Background: an optimization exercise with open tools, aiming at small area. Do not read the settings as production practice. Only simulation tests tie the RTL to the original design; equivalence was not proved. Power figures rest on the tool's default switching activity, not on a simulated workload.

<file path="flow/config.mk">
export PLATFORM = sky130hd
export DESIGN_NAME = strassenTop
export DESIGN_NICKNAME = strassenTop
export VERILOG_FILES = /design/flow/design.v
export SDC_FILE = /design/flow/constraint.sdc
export NUM_CORES = 4
export LEC_CHECK = 0
export CAP_MARGIN = 20
export CORE_MARGIN = 2
export CORE_UTILIZATION = 40
export SLEW_MARGIN = 20
</file>
<file path="flow/constraint.sdc">
create_clock -name core_clock -period 10.0 [get_ports {clk}]
set_input_delay 2.0000 -clock core_clock [delete_from_list [all_inputs] [get_ports {clk}]]
set_output_delay 2.0000 -clock core_clock [all_outputs]
set_load 0.01 [all_outputs]
</file>
<file path="flow/run.sh">
#!/bin/bash
# synth_recipe.tcl (not shown) runs the flow's synth.tcl, then flattens the netlist and writes it again
# the make line also repeats each setting of config.mk as NAME=value (left out here)
make -C /OpenROAD-flow-scripts/flow DESIGN_CONFIG=/design/flow/config.mk WORK_HOME=/design/flow/orfs CLKGATE_MAP_FILE= SYNTH_SCRIPT=/design/flow/synth_recipe.tcl finish
</file>
<file path="flow/design.v">
`default_nettype none
package strassenPkg;
    localparam int matDim      = 4;
    localparam int halfDim     = 2;                
    localparam int elemWidth   = 4;
    localparam int resultWidth = 12;
    localparam int addrWidth   = 4;                
    localparam int idxWidth    = $clog2(matDim);   
    typedef logic [elemWidth-1:0]   elemT;
    typedef logic [resultWidth-1:0] resultT;
    typedef elemT   operandMatT [matDim][matDim];
    typedef resultT resultMatT  [matDim][matDim];
    typedef resultT quadT       [halfDim][halfDim];
    localparam logic [3:0] modeBrute    = 4'd2;
    localparam logic [3:0] modeStrassen = 4'd4;
    typedef enum logic [3:0] {
        stIdle  = 4'd0,
        stCheck = 4'd1,
        stSel2  = 4'd2,
        stBrute = 4'd3,
        stSel4  = 4'd4,
        stSlice = 4'd6,
        stCalc1 = 4'd7,
        stCalc2 = 4'd8,
        stComb1 = 4'd9,
        stComb2 = 4'd10,
        stLoadC = 4'd11,
        stDone  = 4'd12
    } stateT;
endpackage
`default_nettype wire
`timescale 1ns/1ns
`default_nettype none
module strassenProducts (
    input  wire logic [strassenPkg::halfDim-1:0][strassenPkg::halfDim-1:0][strassenPkg::resultWidth-1:0] pSum1,
    input  wire logic [strassenPkg::halfDim-1:0][strassenPkg::halfDim-1:0][strassenPkg::resultWidth-1:0] pSum2,
    input  wire logic [strassenPkg::halfDim-1:0][strassenPkg::halfDim-1:0][strassenPkg::resultWidth-1:0] qSum,
    input  wire logic [strassenPkg::halfDim-1:0][strassenPkg::halfDim-1:0][strassenPkg::resultWidth-1:0] rDiff,
    input  wire logic [strassenPkg::halfDim-1:0][strassenPkg::halfDim-1:0][strassenPkg::resultWidth-1:0] sDiff,
    input  wire logic [strassenPkg::halfDim-1:0][strassenPkg::halfDim-1:0][strassenPkg::resultWidth-1:0] tSum,
    input  wire logic [strassenPkg::halfDim-1:0][strassenPkg::halfDim-1:0][strassenPkg::resultWidth-1:0] uDiff,
    input  wire logic [strassenPkg::halfDim-1:0][strassenPkg::halfDim-1:0][strassenPkg::resultWidth-1:0] uSum,
    input  wire logic [strassenPkg::halfDim-1:0][strassenPkg::halfDim-1:0][strassenPkg::resultWidth-1:0] vDiff,
    input  wire logic [strassenPkg::halfDim-1:0][strassenPkg::halfDim-1:0][strassenPkg::resultWidth-1:0] vSum,
    input  wire logic [strassenPkg::halfDim-1:0][strassenPkg::halfDim-1:0][strassenPkg::resultWidth-1:0] a11,
    input  wire logic [strassenPkg::halfDim-1:0][strassenPkg::halfDim-1:0][strassenPkg::resultWidth-1:0] a22,
    input  wire logic [strassenPkg::halfDim-1:0][strassenPkg::halfDim-1:0][strassenPkg::resultWidth-1:0] b11,
    input  wire logic [strassenPkg::halfDim-1:0][strassenPkg::halfDim-1:0][strassenPkg::resultWidth-1:0] b22,
    output logic [strassenPkg::halfDim-1:0][strassenPkg::halfDim-1:0][strassenPkg::resultWidth-1:0]      prodP,
    output logic [strassenPkg::halfDim-1:0][strassenPkg::halfDim-1:0][strassenPkg::resultWidth-1:0]      prodQ,
    output logic [strassenPkg::halfDim-1:0][strassenPkg::halfDim-1:0][strassenPkg::resultWidth-1:0]      prodR,
    output logic [strassenPkg::halfDim-1:0][strassenPkg::halfDim-1:0][strassenPkg::resultWidth-1:0]      prodS,
    output logic [strassenPkg::halfDim-1:0][strassenPkg::halfDim-1:0][strassenPkg::resultWidth-1:0]      prodT,
    output logic [strassenPkg::halfDim-1:0][strassenPkg::halfDim-1:0][strassenPkg::resultWidth-1:0]      prodU,
    output logic [strassenPkg::halfDim-1:0][strassenPkg::halfDim-1:0][strassenPkg::resultWidth-1:0]      prodV
);
    always_comb begin
        for (int i = 0; i < strassenPkg::halfDim; i++) begin
            for (int j = 0; j < strassenPkg::halfDim; j++) begin
                prodP[i][j] = '0;
                prodQ[i][j] = '0;
                prodR[i][j] = '0;
                prodS[i][j] = '0;
                prodT[i][j] = '0;
                prodU[i][j] = '0;
                prodV[i][j] = '0;
                for (int k = 0; k < strassenPkg::halfDim; k++) begin
                    prodP[i][j] += pSum1[i][k] * pSum2[k][j];
                    prodQ[i][j] += qSum[i][k] * b11[k][j];
                    prodR[i][j] += a11[i][k] * rDiff[k][j];
                    prodS[i][j] += a22[i][k] * sDiff[k][j];
                    prodT[i][j] += tSum[i][k] * b22[k][j];     
                    prodU[i][j] += uDiff[i][k] * uSum[k][j];   
                    prodV[i][j] += vDiff[i][k] * vSum[k][j];   
                end
            end
        end
    end
endmodule
`default_nettype wire
`timescale 1ns/1ns
`default_nettype none
module strassenDatapath (
    input  wire logic                    clk,
    input  wire logic                    reset,
    input  wire logic                    clearAll,
    input  wire logic                    ldBrute,
    input  wire logic                    ldSlice,
    input  wire logic                    ldCalc1,
    input  wire logic                    ldCalc2,
    input  wire logic                    ldComb1,
    input  wire logic                    ldComb2,
    input  wire logic [strassenPkg::matDim-1:0][strassenPkg::matDim-1:0][strassenPkg::elemWidth-1:0] opA,
    input  wire logic [strassenPkg::matDim-1:0][strassenPkg::matDim-1:0][strassenPkg::elemWidth-1:0] opB,
    output logic [strassenPkg::matDim-1:0][strassenPkg::matDim-1:0][strassenPkg::resultWidth-1:0]       result
);
    localparam int h = strassenPkg::halfDim;
    logic [strassenPkg::halfDim-1:0][strassenPkg::halfDim-1:0][strassenPkg::resultWidth-1:0] a11, a12, a21, a22, b11, b12, b21, b22;
    logic [strassenPkg::halfDim-1:0][strassenPkg::halfDim-1:0][strassenPkg::resultWidth-1:0] pSum1, pSum2, qSum, rDiff, sDiff, tSum, uDiff, uSum, vDiff, vSum;
    logic [strassenPkg::halfDim-1:0][strassenPkg::halfDim-1:0][strassenPkg::resultWidth-1:0] prodP, prodQ, prodR, prodS, prodT, prodU, prodV;
    logic [strassenPkg::halfDim-1:0][strassenPkg::halfDim-1:0][strassenPkg::resultWidth-1:0] pReg, qReg, rReg, sReg, tReg, uReg, vReg;
    logic [strassenPkg::halfDim-1:0][strassenPkg::halfDim-1:0][strassenPkg::resultWidth-1:0] c11, c12, c21, c22;
    strassenProducts i_strassenProducts (
        .pSum1 (pSum1), .pSum2 (pSum2), .qSum (qSum), .rDiff (rDiff), .sDiff (sDiff),
        .tSum  (tSum),  .uDiff (uDiff), .uSum (uSum), .vDiff (vDiff), .vSum  (vSum),
        .a11   (a11),   .a22   (a22),   .b11  (b11),  .b22   (b22),
        .prodP (prodP), .prodQ (prodQ), .prodR (prodR), .prodS (prodS),
        .prodT (prodT), .prodU (prodU), .prodV (prodV)
    );
    always_ff @(posedge clk) begin
        for (int i = 0; i < h; i++) begin
            for (int j = 0; j < h; j++) begin
                if (clearAll) begin
                    a11[i][j] <= '0; a12[i][j] <= '0; a21[i][j] <= '0; a22[i][j] <= '0;
                    b11[i][j] <= '0; b12[i][j] <= '0; b21[i][j] <= '0; b22[i][j] <= '0;
                    pSum1[i][j] <= '0; pSum2[i][j] <= '0; qSum[i][j] <= '0;
                    rDiff[i][j] <= '0; sDiff[i][j] <= '0; tSum[i][j] <= '0;
                    uDiff[i][j] <= '0; uSum[i][j]  <= '0; vDiff[i][j] <= '0;
                    vSum[i][j]  <= '0;
                    pReg[i][j] <= '0; qReg[i][j] <= '0; rReg[i][j] <= '0; sReg[i][j] <= '0;
                    tReg[i][j] <= '0; uReg[i][j] <= '0; vReg[i][j] <= '0;
                    c11[i][j] <= '0; c12[i][j] <= '0; c21[i][j] <= '0; c22[i][j] <= '0;
                end else begin
                    if (ldSlice) begin
                        a11[i][j] <= strassenPkg::resultT'(opA[i][j]);
                        a12[i][j] <= strassenPkg::resultT'(opA[i][j+h]);
                        a21[i][j] <= strassenPkg::resultT'(opA[i+h][j]);
                        a22[i][j] <= strassenPkg::resultT'(opA[i+h][j+h]);
                        b11[i][j] <= strassenPkg::resultT'(opB[i][j]);
                        b12[i][j] <= strassenPkg::resultT'(opB[i][j+h]);
                        b21[i][j] <= strassenPkg::resultT'(opB[i+h][j]);
                        b22[i][j] <= strassenPkg::resultT'(opB[i+h][j+h]);
                    end
                    if (ldCalc1) begin
                        pSum1[i][j] <= a11[i][j] + a22[i][j];
                        pSum2[i][j] <= b11[i][j] + b22[i][j];
                        qSum[i][j]  <= a21[i][j] + a22[i][j];
                        rDiff[i][j] <= b12[i][j] - b22[i][j];
                        sDiff[i][j] <= b21[i][j] - b11[i][j];
                        tSum[i][j]  <= a11[i][j] + a12[i][j];
                        uDiff[i][j] <= a21[i][j] - a11[i][j];
                        uSum[i][j]  <= b11[i][j] + b12[i][j];
                        vDiff[i][j] <= a12[i][j] - a22[i][j];
                        vSum[i][j]  <= b21[i][j] + b22[i][j];
                    end
                    if (ldCalc2) begin
                        pReg[i][j] <= prodP[i][j]; qReg[i][j] <= prodQ[i][j];
                        rReg[i][j] <= prodR[i][j]; sReg[i][j] <= prodS[i][j];
                        tReg[i][j] <= prodT[i][j]; uReg[i][j] <= prodU[i][j];
                        vReg[i][j] <= prodV[i][j];
                    end
                    if (ldComb1) begin
                        c11[i][j] <= pReg[i][j] + sReg[i][j] - tReg[i][j] + vReg[i][j];
                        c12[i][j] <= rReg[i][j] + tReg[i][j];
                        c21[i][j] <= qReg[i][j] + sReg[i][j];
                        c22[i][j] <= pReg[i][j] + rReg[i][j] - qReg[i][j] + uReg[i][j];
                    end
                end
            end
        end
    end
    always_ff @(posedge clk or posedge reset) begin
        if (reset) begin
            result <= '0;
        end else if (clearAll) begin
            result <= '0;
        end else begin
            for (int i = 0; i < h; i++) begin
                for (int j = 0; j < h; j++) begin
                    if (ldBrute) begin
                        result[i][j] <= strassenPkg::resultT'(opA[i][0]) * strassenPkg::resultT'(opB[0][j])
                                      + strassenPkg::resultT'(opA[i][1]) * strassenPkg::resultT'(opB[1][j]);
                    end else if (ldComb2) begin
                        result[i][j]     <= c11[i][j];
                        result[i][j+h]   <= c12[i][j];
                        result[i+h][j]   <= c21[i][j];
                        result[i+h][j+h] <= c22[i][j];
                    end
                end
            end
        end
    end
endmodule
`default_nettype wire
`timescale 1ns/1ns
`default_nettype none
module strassenControl (
    input  wire logic          clk,
    input  wire logic          reset,
    input  wire logic          start,
    input  wire logic [3:0]    mode,
    output logic               done,
    output logic               ldOperands,
    output logic               ldBrute,
    output logic               ldSlice,
    output logic               ldCalc1,
    output logic               ldCalc2,
    output logic               ldComb1,
    output logic               ldComb2,
    output logic               writeResult,
    output logic               clearAll,
    output logic [2:0]         activeSize,
    output strassenPkg::stateT state
);
    strassenPkg::stateT nextState;
    logic [2:0] sizeReg;   
    always_ff @(posedge clk or posedge reset) begin
        if (reset) begin
            state   <= strassenPkg::stIdle;
            sizeReg <= '0;
        end else begin
            state <= nextState;
            if (state == strassenPkg::stCheck) begin
                if (mode == strassenPkg::modeBrute)
                    sizeReg <= 3'(strassenPkg::halfDim);
                else if (mode == strassenPkg::modeStrassen)
                    sizeReg <= 3'(strassenPkg::matDim);
            end
        end
    end
    always_comb begin
        nextState = state;
        case (state)
            strassenPkg::stIdle:  if (start) nextState = strassenPkg::stCheck;
            strassenPkg::stCheck: begin
                if (mode == strassenPkg::modeBrute)
                    nextState = strassenPkg::stSel2;
                else if (mode == strassenPkg::modeStrassen)
                    nextState = strassenPkg::stSel4;
            end
            strassenPkg::stSel2:  nextState = strassenPkg::stBrute;
            strassenPkg::stBrute: nextState = strassenPkg::stLoadC;
            strassenPkg::stSel4:  nextState = strassenPkg::stSlice;
            strassenPkg::stSlice: nextState = strassenPkg::stCalc1;
            strassenPkg::stCalc1: nextState = strassenPkg::stCalc2;
            strassenPkg::stCalc2: nextState = strassenPkg::stComb1;
            strassenPkg::stComb1: nextState = strassenPkg::stComb2;
            strassenPkg::stComb2: nextState = strassenPkg::stLoadC;
            strassenPkg::stLoadC: nextState = strassenPkg::stDone;
            strassenPkg::stDone:  nextState = strassenPkg::stIdle;
            default:              nextState = strassenPkg::stIdle;
        endcase
    end
    assign clearAll    = (state == strassenPkg::stIdle);
    assign ldOperands  = (state == strassenPkg::stSel2) || (state == strassenPkg::stSel4);
    assign ldBrute     = (state == strassenPkg::stBrute);
    assign ldSlice     = (state == strassenPkg::stSlice);
    assign ldCalc1     = (state == strassenPkg::stCalc1);
    assign ldCalc2     = (state == strassenPkg::stCalc2);
    assign ldComb1     = (state == strassenPkg::stComb1);
    assign ldComb2     = (state == strassenPkg::stComb2);
    assign writeResult = (state == strassenPkg::stLoadC);
    assign done        = (state == strassenPkg::stDone);
    assign activeSize = (state == strassenPkg::stIdle || state == strassenPkg::stCheck) ?
                        3'd0 : sizeReg;
endmodule
`default_nettype wire
`timescale 1ns/1ns
`default_nettype none
module matrixMemory (
    input  wire logic                               clk,
    input  wire logic                               reset,
    input  wire logic                               memWrite,
    input  wire logic                               memSelB,     
    input  wire logic [strassenPkg::idxWidth-1:0]   memRow,
    input  wire logic [strassenPkg::idxWidth-1:0]   memCol,
    input  wire strassenPkg::elemT                  memData,
    input  wire logic                               ldOperands,
    input  wire logic [2:0]                         activeSize,
    input  wire logic                               writeResult,
    input  wire logic [strassenPkg::matDim-1:0][strassenPkg::matDim-1:0][strassenPkg::resultWidth-1:0]             result,
    input  wire logic [strassenPkg::addrWidth-1:0]  resultAddr,
    output logic [strassenPkg::matDim-1:0][strassenPkg::matDim-1:0][strassenPkg::elemWidth-1:0]                 opA,
    output logic [strassenPkg::matDim-1:0][strassenPkg::matDim-1:0][strassenPkg::elemWidth-1:0]                 opB,
    output strassenPkg::resultT                     resultOut
);
    logic [strassenPkg::matDim-1:0][strassenPkg::matDim-1:0][strassenPkg::elemWidth-1:0] memA, memB;
    logic [strassenPkg::matDim-1:0][strassenPkg::matDim-1:0][strassenPkg::resultWidth-1:0]  memC;
    logic [strassenPkg::idxWidth-1:0] readRow, readCol;
    always_ff @(posedge clk) begin
        if (memWrite) begin
            if (memSelB) memB[memRow][memCol] <= memData;
            else         memA[memRow][memCol] <= memData;
        end
    end
    always_ff @(posedge clk) begin
        if (ldOperands) begin
            for (int i = 0; i < strassenPkg::matDim; i++) begin
                for (int j = 0; j < strassenPkg::matDim; j++) begin
                    opA[i][j] <= (i < int'(activeSize) && j < int'(activeSize)) ?
                                 memA[i][j] : '0;
                    opB[i][j] <= (i < int'(activeSize) && j < int'(activeSize)) ?
                                 memB[i][j] : '0;
                end
            end
        end
    end
    always_ff @(posedge clk or posedge reset) begin
        if (reset) begin
            memC <= '0;
        end else if (writeResult) begin
            memC <= result;
        end
    end
    assign readRow   = resultAddr[strassenPkg::addrWidth-1 -: strassenPkg::idxWidth];
    assign readCol   = resultAddr[strassenPkg::idxWidth-1:0];
    assign resultOut = memC[readRow][readCol];
endmodule
`default_nettype wire
`timescale 1ns/1ns
`default_nettype none
module strassenTop (
    input  wire logic                                clk,
    input  wire logic                                reset,
    input  wire logic                                start,
    input  wire logic [3:0]                          mode,
    input  wire logic                                memWrite,
    input  wire logic                                memSelB,
    input  wire logic [strassenPkg::idxWidth-1:0]    memRow,
    input  wire logic [strassenPkg::idxWidth-1:0]    memCol,
    input  wire strassenPkg::elemT                   memData,
    input  wire logic [strassenPkg::addrWidth-1:0]   resultAddr,
    output logic                                     done,
    output strassenPkg::stateT                       state,
    output strassenPkg::resultT                      resultOut
);
    logic ldOperands, ldBrute, ldSlice, ldCalc1, ldCalc2, ldComb1, ldComb2;
    logic writeResult, clearAll;
    logic [2:0] activeSize;
    logic [strassenPkg::matDim-1:0][strassenPkg::matDim-1:0][strassenPkg::elemWidth-1:0] opA, opB;
    logic [strassenPkg::matDim-1:0][strassenPkg::matDim-1:0][strassenPkg::resultWidth-1:0]  result;
    strassenControl i_strassenControl (
        .clk         (clk),
        .reset       (reset),
        .start       (start),
        .mode        (mode),
        .done        (done),
        .ldOperands  (ldOperands),
        .ldBrute     (ldBrute),
        .ldSlice     (ldSlice),
        .ldCalc1     (ldCalc1),
        .ldCalc2     (ldCalc2),
        .ldComb1     (ldComb1),
        .ldComb2     (ldComb2),
        .writeResult (writeResult),
        .clearAll    (clearAll),
        .activeSize  (activeSize),
        .state       (state)
    );
    matrixMemory i_matrixMemory (
        .clk         (clk),
        .reset       (reset),
        .memWrite    (memWrite),
        .memSelB     (memSelB),
        .memRow      (memRow),
        .memCol      (memCol),
        .memData     (memData),
        .ldOperands  (ldOperands),
        .activeSize  (activeSize),
        .writeResult (writeResult),
        .result      (result),
        .resultAddr  (resultAddr),
        .opA         (opA),
        .opB         (opB),
        .resultOut   (resultOut)
    );
    strassenDatapath i_strassenDatapath (
        .clk      (clk),
        .reset    (reset),
        .clearAll (clearAll),
        .ldBrute  (ldBrute),
        .ldSlice  (ldSlice),
        .ldCalc1  (ldCalc1),
        .ldCalc2  (ldCalc2),
        .ldComb1  (ldComb1),
        .ldComb2  (ldComb2),
        .opA      (opA),
        .opB      (opB),
        .result   (result)
    );
endmodule
`default_nettype wire
</file>
==> results by group <==
Outcome
  • Outcome: finished clean

Setup path
  • Critical Path End Type: output port
  • Worst r2r dst: i_strassenDatapath.pReg[9]
  • Worst r2r src: i_strassenDatapath.pSum2[26]
  • Worst Reg2Reg Path Length in Cells: 17
  • Crit path kind: in -> out
  • Max incr delay on CP: about 0.82 ns
  • Crit path DAT: 6.10 ns
  • Setup crit start kind: primary input
  • CP dominant cell by count: ha_4
  • Cells along the critical path: clkbuf_8 > inv_2 > ha_4 > ha_4 > nand2_1 > o221ai_1 > o22ai_1 > a2111oi_0 > a221o_1 > clkdlybuf4s50_1
  • Slowest stage cell, crit path: ha_4
  • Flop2flop setup slack: a little over 4 ns
  • Crit path from: resultAddr[0]
  • Crit Path Max Fanout: 61
  • CP required: roughly 8.0 ns

Clocking
  • Root buffer cell: clkbuf_16
  • PostCTS Resize Cnt: 0
  • CTS tree: done
  • CTS Sinks: 1,494
  • Hold_buf cts: 0
  • H-tree Lvls: 4
  • Clock transition at path regs: approximately 0.06 ns
  • Postcts setup bufs: 0
  • Longest Clk Path Bufs: 4
  • Worst skew pair latency: just under 0.9 ns
  • CTS Buf Count: 177

Routing
  • Iter 0 DRT Violations: ~8,300
  • DR vias: approximately 97,000
  • Drt first pass iters: 6
  • Drt drc: 0
  • Detail-routed net length per standard cell: roughly 23 microns
  • Final ANT Viol Nets: 0
  • Via density: between 5 and 6
  • Drt total wl: 424,000 microns

Pwr
  • PD cells: 296 nW/um^2
  • Peak supply drop: 0.291 mV
  • Total Power: around 42 mW
  • Pleak: 68.2 nW

Worst hold path
  • Hold endpoint: i_strassenDatapath.result[96]
  • Hold WC Path Type: reg -> reg
  • Cell count of the worst hold path: 2
  • Hold path start: i_strassenDatapath.c21[0]

Cells and area
  • Area Growth Syn to Fin: 7.57%
  • Number of fill cells: between 30,000 and 40,000
  • Design area: approximately 140,000 sq um
  • Layout cell share with drive strength beyond 1: 0.0597
  • # nets final: 16,846

GRT
  • Vias in the first global route: 95,237
  • First-pass GRT wire length: roughly 630,000 microns
  • Total grt overflow: 0
  • Total Routing Usage GR: 0.250
  • Antenna violations before repair: 29
  • Largest net degree at the start of global routing: ~170

Placed design
  • Placed cell area: 137,000 sq um
  • Placer Congestion: between 0.9 and 1
  • PortBufs: 37
  • Post-DP HPWL: 337,000 microns

Floorplan
  • Row count: 211
  • Die height: 581 microns
  • Die W: 581 microns
  • DIE AREA: between 300,000 and 400,000 sq um
  • Initial Utilization: 0.402
  • Top-Level Pins: 38
  • Core area: between 300,000 and 400,000 sq um

Yosys
  • Synth Flop Type: dfxtp_1
  • Yosys Warn Count: 4
  • Cell area after synthesis: 133,000 sq um
  • Top-area cell type share of the netlist area: 0.191
  • #FFs+latches synth: between 1,000 and 1,500
  • Sequential cell area fraction in the yosys report: 0.259
  • Syn Area/Cell: between 9 and 10 sq um
  • Yosys cell types: 67
  • EDFF count, synth: 256
  • Syn Inst Count: around 14,000
  • Post-synthesis net count: roughly 17,000
  • Synth area leaders: fa_1, ha_1, dfxtp_1, dfrtp_1, inv_1
  • Ys async rst share: 0.261
  • Leading area contributor after synthesis: fa_1

Job
  • Max-cap violations: 0

STA
  • Tightest Pin Transition: between 1 and 1.5 ns
  • Min Tclk post-route: between 8 and 9 ns
  • Relative slew slack: 0.203
  • Final setup viols: 0
  • Final Skew: between 0.1 and 0.15 ns
  • FMAX: about 120 MHz
  • Fin crit share: 0.810
  • RSZ-0062 raised after global routing: false
  • Setup TNS Final: 0 ns
  • Fin. max-slew vios: 0
  • Final Hold Viols: 0
stage by stage:
stage	util	worst slack (ns)	cells	hold WS, ns
floorplan	-	2.75	14331	0.422
global placement	0.416	1.86	18174	0.434
detailed placement	0.416	1.87	18174	0.436
CTS	0.433	1.88	18487	0.425
global route	0.433	1.46	18489	0.439
finish	0.433	1.90	18502	0.428
cell usage in the layout (no fill, tap or decap), drive strengths merged, types with 15 or more instances in the layout:
cell           instances
dfrtp                390
and4                  15
a31oi                 31
clkinvlp              15
xor2                 126
mux2                 258
clkdlybuf4s50         36
or3                   17
inv                 2202
fa                  1269
o21ai                371
and2                1061
xnor2                422
mux2i                 52
nand2               2083
a21oi               1040
o21a                  37
and3                  29
nand3b                15
clkinv                45
mux4                 131
a21o                 163
nor2b                122
clkbuf               229
nor2                 419
nand3                 41
dfxtp                848
a31o                  23
o21bai                43
a22o                  47
nand2b                38
a211oi               168
o41ai                 35
ha                  1568
edfxtp               256
nor3                 149
a221oi                29
a22oi                 31
buf                  123
worst max path at each step:
stage,end,depth (start not counted)
2_1_floorplan,i_matrixMemory.memC[0],1
3_3_place_gp,resultOut[6],10
3_5_place_dp,resultOut[6],10
4_1_cts,resultOut[6],10
5_1_grt,resultOut[6],10
6_report,resultOut[6],10
sequential cells by signal, summed over array words and instances (netlist names), 64 cells and up:
name                       cells
i_strassenDatapath.result    192
i_matrixMemory.memB           64
i_matrixMemory.opB            64
i_matrixMemory.opA            64
i_matrixMemory.memA           64
i_matrixMemory.memC          192
synthesized netlist by cell type, types with 133 or more instances:
| cell | number |
|---|---|
| and2_1 | 1059 |
| nand2_1 | 2083 |
| buf_2 | 133 |
| ha_1 | 1568 |
| dfxtp_1 | 848 |
| fa_1 | 1269 |
| xnor2_1 | 422 |
| a21oi_1 | 1040 |
| nor2_1 | 419 |
| clkbuf_1 | 496 |
| nor3_1 | 149 |
| a211oi_1 | 168 |
| inv_1 | 2186 |
| edfxtp_1 | 256 |
| dfrtp_1 | 390 |
| a21o_1 | 163 |
| o21ai_0 | 366 |
| mux2_2 | 258 |
worst max-delay path: cells and delay by family:
kind	cells	cell delay, ns
AND/OR/NAND/NOR	1	0.54
AO/OA/AOI/OAI	4	1.20
buffers and inverters	3	1.27
adder cells (fa/ha/maj)	2	1.06
cell families (layout without fill, tap and decap cells):
| family | Yosys count | after routing | synth area share |
|---|---|---|---|
| compound gates | 2113 | 2113 | 0.0944 |
| xor+xnor | 551 | 551 | 0.0366 |
| fa+ha+maj | 2837 | 2837 | 0.338 |
| buf+inv | 2870 | 2661 | 0.0828 |
| flops | 1494 | 1494 | 0.259 |
| mux | 441 | 441 | 0.0479 |
| other cells | 0 | 14 | 0 |
| simple gates | 4025 | 4025 | 0.141 |
metal layers:
layer  global-route usage  part of all wire  vias to the layer above
met4                0.121             0.056                        6
met1                0.347              0.44                    48284
met5                    0          0.000097                        -
li1                     -                 -                    45470
met2                0.379              0.43                     3065
met3               0.0408             0.074                      629
layout make-up:
cell class	instances	area (sq um)	share of cell area
antenna	14	35.0	0.000245
timing repair buffer	160	1510	0.0105
multi-input combinational	9967	87800	0.613
clock inverter	85	847	0.00592
clock buffer	228	4810	0.0336
tap	4366	5460	0.0382
sequential	1494	34400	0.241
inverter	2188	8220	0.0574
where the power goes:
group | total (mW) | switching [mW] | leakage, nW | internal, mW
Sequential | 11.6 | 3.43 | 14.6 | 8.17
Clock | 6.48 | 2.78 | 2.75 | 3.70
Combinational | 24.3 | 15.1 | 50.9 | 9.16

-- re-timing with driven ports --
The results above use ideal ports. As a check the final layout listed here was re-extracted and re-timed, cells and wires unchanged. Step 1 sets driving cells, clkbuf_16 on the clock port and buf_2 on the other inputs (assumed; they add their load-dependent delay and slew). Step 2 moves the port delays by t, midway between the first and last clock arrival at a register: inputs arrive t later, outputs are due t later. That takes back most of the time a late clock gives input paths. Three values: no drivers, after step 1, after step 2; two values: the first two.
t (ns): 0.942
setup WS [ns]: 1.895 / 1.856 / 1.856
worst setup path after step 2: input to output
clock arrival spread, ns: 0.105 / 0.106
worst slew at a driven data input, ns: 0.06
After both steps this run still meets setup and hold. The setup slack of this run moves by -0.039 ns with the drivers and by -0.039 ns with both steps.
